Context: an optimization exercise on an open-source flow, tuned for small area, a short achievable clock period and few clock cycles per item. The choices shown serve that exercise and are no tape-out recipe. In this exercise RTL edits were held to simulation tests only and were not proved equivalent to the original. No activity file was given, so power comes from the tool's default toggle rates.

## P
## aes_dec_top
module aes_dec_top
(
    input  logic        clk,
    input  logic        reset,
    input  logic [11:0] paddr,
    input  logic        psel,
    input  logic        penable,
    input  logic        pwrite,
    input  logic [31:0] pwdata,
    output logic [31:0] prdata,
    output logic        pready,
    output logic        pslverr
);
Size in the first run: about 7000 cells after synthesis, roughly 2000 flip-flops, about 83 I/O pins, ~0.094 mm^2 of cells after synthesis.
export LEC_CHECK = 0
export CAP_MARGIN = 20
export CORE_MARGIN = 2
export CORE_UTILIZATION = 40
export CTS_CLUSTER_DIAMETER = 100
export CTS_CLUSTER_SIZE = 25
export PLACE_DENSITY = 0.8
export SLEW_MARGIN = 20
export TNS_END_PERCENT = 5
create_clock -name core_clock -period 10.0 [get_ports {clk}]
standard.sh (not shown) runs the stock make flow with config.mk's settings and CLKGATE_MAP_FILE= SYNTH_SCRIPT=/design/flow/synth_recipe.tcl, a recipe that flattens the netlist after the stock synthesis.
==> flow/flow/run.sh <==
#!/bin/bash
# The standard layout (standard.sh, its synthesis unchanged) with two changes to how the layout
# is made: the port buffers are buf_2 cells, and timing repair works until the setup slack reaches
# SETUP_SLACK_MARGIN, well above zero at the 10 ns clock. The tools' output goes to standard.log.
set -euo pipefail
export SETUP_SLACK_MARGIN=7.0
export BUFFER_PORTS_ARGS="-buffer_cell sky130_fd_sc_hd__buf_2"
bash standard.sh > standard.log 2>&1
Testbench counts of P, summed over its fixed seeds: cycles 6,912, blocks 192.
Input-level comparison between Q and P:
Settings: changing PLACE_DENSITY from 0.8 to 0.75; setting GPL_ROUTABILITY_DRIVEN to 0 for the first time.
Findings:
Run comparison: Q cell type of the slowest stage on the worst timing path sky130_fd_sc_hd__xnor2_1; P cell type of the slowest stage on the worst timing path sky130_fd_sc_hd__edfxtp_1. Q vs. P: area after synthesis stayed essentially flat, sequential share of layout area fell by 1.2 points, post-CTS repair timing setup buffer count rose by 42, static power due to leakage rose by 1.1 nW, final setup slack of the worst path fell by 0.16 ns. Diff P -> Q | combinational-cell power consumption | increase of about 1%.

* * *

aes_dec_top, a different RTL version from the one above (not shown whole).
Size: ~7,000 cells after synthesis, roughly 2,000 flip-flops, ~83 I/O pins, ~94,000 um2 of cells after synthesis.
==> flow/config.mk <==
export PLATFORM = sky130hd
export DESIGN_NAME = aes_dec_top
export DESIGN_NICKNAME = aes_dec_top
export VERILOG_FILES = /design/flow/design.v
export SDC_FILE = /design/flow/constraint.sdc
export NUM_CORES = 8
export LEC_CHECK = 0
export CAP_MARGIN = 20
export CORE_MARGIN = 2
export CORE_UTILIZATION = 55
export CTS_CLUSTER_DIAMETER = 100
export CTS_CLUSTER_SIZE = 25
export SLEW_MARGIN = 20
export TNS_END_PERCENT = 5
==> flow/constraint.sdc <==
create_clock -name core_clock -period 10.0 [get_ports {clk}]
set_input_delay 2.0000 -clock core_clock [delete_from_list [all_inputs] [get_ports {clk}]]
set_output_delay 2.0000 -clock core_clock [all_outputs]
set_load 0.01 [all_outputs]
Scripts as last shown in full above: flow/flow/run.sh
Testbench counts at the start, summed over its fixed seeds: cycles 6,912, blocks 192.
Rerun with:
--- a/flow/flow/run.sh
+++ b/flow/flow/run.sh
@@ -6 +6 @@
-export SETUP_SLACK_MARGIN=7.0
+export SETUP_SLACK_MARGIN=6.8
Settings changed: CORE_UTILIZATION 55 to 40.
Via count is lower by 0.64%.
Die area is higher by 37%.
Core utilization is lower by 17 points.
Critical path depth is lower by 1.
Synthesized area stays the same.
Cell area is higher by 0.54%.
Hold slack degrades by 0.041 ns.
Power is higher by 0.76%.
Cell count is higher by 9.9%.
Non-clock buffer count is lower by 11.
Worst setup slack degrades by 0.046 ns.
Rerun with:
--- a/flow/flow/run.sh
+++ b/flow/flow/run.sh
@@ -6 +6 @@
-export SETUP_SLACK_MARGIN=6.8
+export SETUP_SLACK_MARGIN=7.0
Settings changed: PLACE_DENSITY from default to 0.85.
Wire length shrinks by 3.9%.
Worst hold slack improves by 0.036 ns.
Synthesized area stays the same.
Die area is unchanged.
Worst setup slack improves by 0.048 ns.
Final area barely changes.
Maximum frequency grows by 1.4%.
Critical path depth shrinks by 1.

* * *

aes_dec_top again, from the RTL that the note above started with.
==> flow/design.v (excerpt) <==
module aes_dec_top
(
    input  logic        clk,
    input  logic        reset,
    input  logic [11:0] paddr,
    input  logic        psel,
    input  logic        penable,
    input  logic        pwrite,
    input  logic [31:0] pwdata,
    output logic [31:0] prdata,
    output logic        pready,
    output logic        pslverr
);
    logic         key_we;
    logic [5:0]   key_addr;
    logic [31:0]  key_wdata;
    logic         start;
    logic         fin;
    logic [127:0] ciphertext;
    logic [127:0] plaintext;
    logic [127:0] round_key;
    logic [127:0] last_key;
    logic [31:0]  wdata_z;
    logic [9:0]   round_sel;
    aes_dec_regs i_aes_dec_regs (
        .clk        (clk),
        .reset      (reset),
        .paddr      (paddr),
        .psel       (psel),
        .penable    (penable),
        .pwrite     (pwrite),
        .pwdata     (pwdata),
        .prdata     (prdata),
        .pready     (pready),
        .pslverr    (pslverr),
        .fin        (fin),
        .plaintext  (plaintext),
        .key_we     (key_we),
        .key_addr   (key_addr),
        .key_wdata  (key_wdata),
        .start      (start),
        .wdata_z    (wdata_z),
        .ciphertext (ciphertext)
    );
    aes_round_key_store i_aes_round_key_store (
        .clk       (clk),
        .key_we    (key_we),
        .key_addr  (key_addr),
        .key_wdata (key_wdata),
        .wdata_z   (wdata_z),
        .round_sel (round_sel),
        .round_key (round_key),
        .last_key  (last_key)
    );
    aes_dec_engine i_aes_dec_engine (
        .clk        (clk),
        .reset      (reset),
        .start      (start),
        .ciphertext (ciphertext),
        .last_key   (last_key),
        .round_key  (round_key),
        .round_sel  (round_sel),
        .fin        (fin),
        .plaintext  (plaintext)
    );
endmodule
clock: 10.0 ns
lec_check: 0
cap_margin: 20
core_margin: 2
core_utilization: 40
cts_cluster_diameter: 100
cts_cluster_size: 25
slew_margin: 20
tns_end_percent: 2
==> flow/flow/run.sh <==
#!/bin/bash
# The standard layout (standard.sh, its synthesis unchanged) with two changes to how the layout
# is made: the port buffers are buf_2 cells, and timing repair works until the setup slack reaches
# SETUP_SLACK_MARGIN, well above zero at the 10 ns clock. The tools' output goes to standard.log.
set -euo pipefail
export SETUP_SLACK_MARGIN=7.0
export BUFFER_PORTS_ARGS="-buffer_cell sky130_fd_sc_hd__buf_2"
bash standard.sh > standard.log 2>&1
Testbench counts at the start, summed over its fixed seeds: cycles 6,912, blocks 192.
Edit:
Settings changed: TNS_END_PERCENT 2 to 5.
The changed run completed with no timing, DRC or antenna violations.
Non-clock buffer count climbs by 9.
Worst setup slack improved by 0.0068 ns.
Final area is about the same.
Die area is unchanged.
Clock skew hardly moves.
First-iteration DRC count climbs by 3.4%.
Critical path depth does not change.
Edit:
Settings changed: PLACE_DENSITY from default to 0.75.
Outcome: Routed wire length goes down by 3.6%. Non-clock buffer count goes down by 3. Final cell count hardly moves. Sequential share of layout area is about the same. Hold slack got worse by 0.027 ns. Power hardly moves. Core utilization stays flat. Register-to-register slack improved by 0.03 ns.
Edit:
Settings changed: PLACE_DENSITY 0.75 to default, TNS_END_PERCENT 5 to 0.
Hold slack improved by 0.010 ns.
Total power stays flat.
Worst setup slack gets worse by 0.027 ns.
Via count drops slightly.
Count of clock-buffer cells in the layout drops by 15.
Synthesized area stays the same.
Cell area decreases slightly.
Die area is unchanged.

port drivers added, routing unchanged:
The flow's constraints put no driver on any port. The routed layouts listed below were extracted and timed again, unchanged, in two steps. Step 1 sets driving cells, clkbuf_16 on the clock port and buf_2 on the other inputs (assumed; they add their load-dependent delay and slew). Step 2 adds t to the input delays and takes it off the output delays; t is the mean of the earliest and latest rising clock arrival at the registers after step 1. Input paths then give back, and output paths get back, about the clock's delay inside the block. Slacks: ideal / step 1 / step 2; pairs: ideal / step 1.
run | t (ns) | slack for setup (ns) | worst setup path after step 2 | clock arrival spread, ns | pins driven straight from the clock port
P | 0.856 | 6.575 / 6.575 / 5.722 | input to register | 0.058 / 0.058 | 1
Q | 0.867 | 6.416 / 6.416 / 5.749 | input to register | 0.042 / 0.042 | 1
the first run of note 2 | 0.847 | 6.553 / 6.477 / 5.630 | input to register | 0.053 / 0.053 | 1
the second run of note 2 | 0.857 | 6.507 / 6.462 / 5.666 | input to register | 0.077 / 0.077 | 1
the third run of note 2 | 0.845 | 6.555 / 6.444 / 5.599 | input to register | 0.061 / 0.060 | 1
the first run of note 3 | 0.851 | 6.620 / 6.513 / 5.662 | input to register | 0.045 / 0.045 | 1
the second run of note 3 | 0.853 | 6.627 / 6.522 / 5.669 | input to register | 0.045 / 0.045 | 1
the third run of note 3 | 0.834 | 6.654 / 6.565 / 5.731 | input to register | 0.051 / 0.052 | 1
the fourth run of note 3 | 0.880 | 6.627 / 6.544 / 5.664 | input to register | 0.048 / 0.048 | 1
After both steps setup and hold are still met in every run listed. For the fourth run of note 3, which loses most, drivers alone change the setup slack by -0.083 ns; drivers and shift together by -0.963 ns.
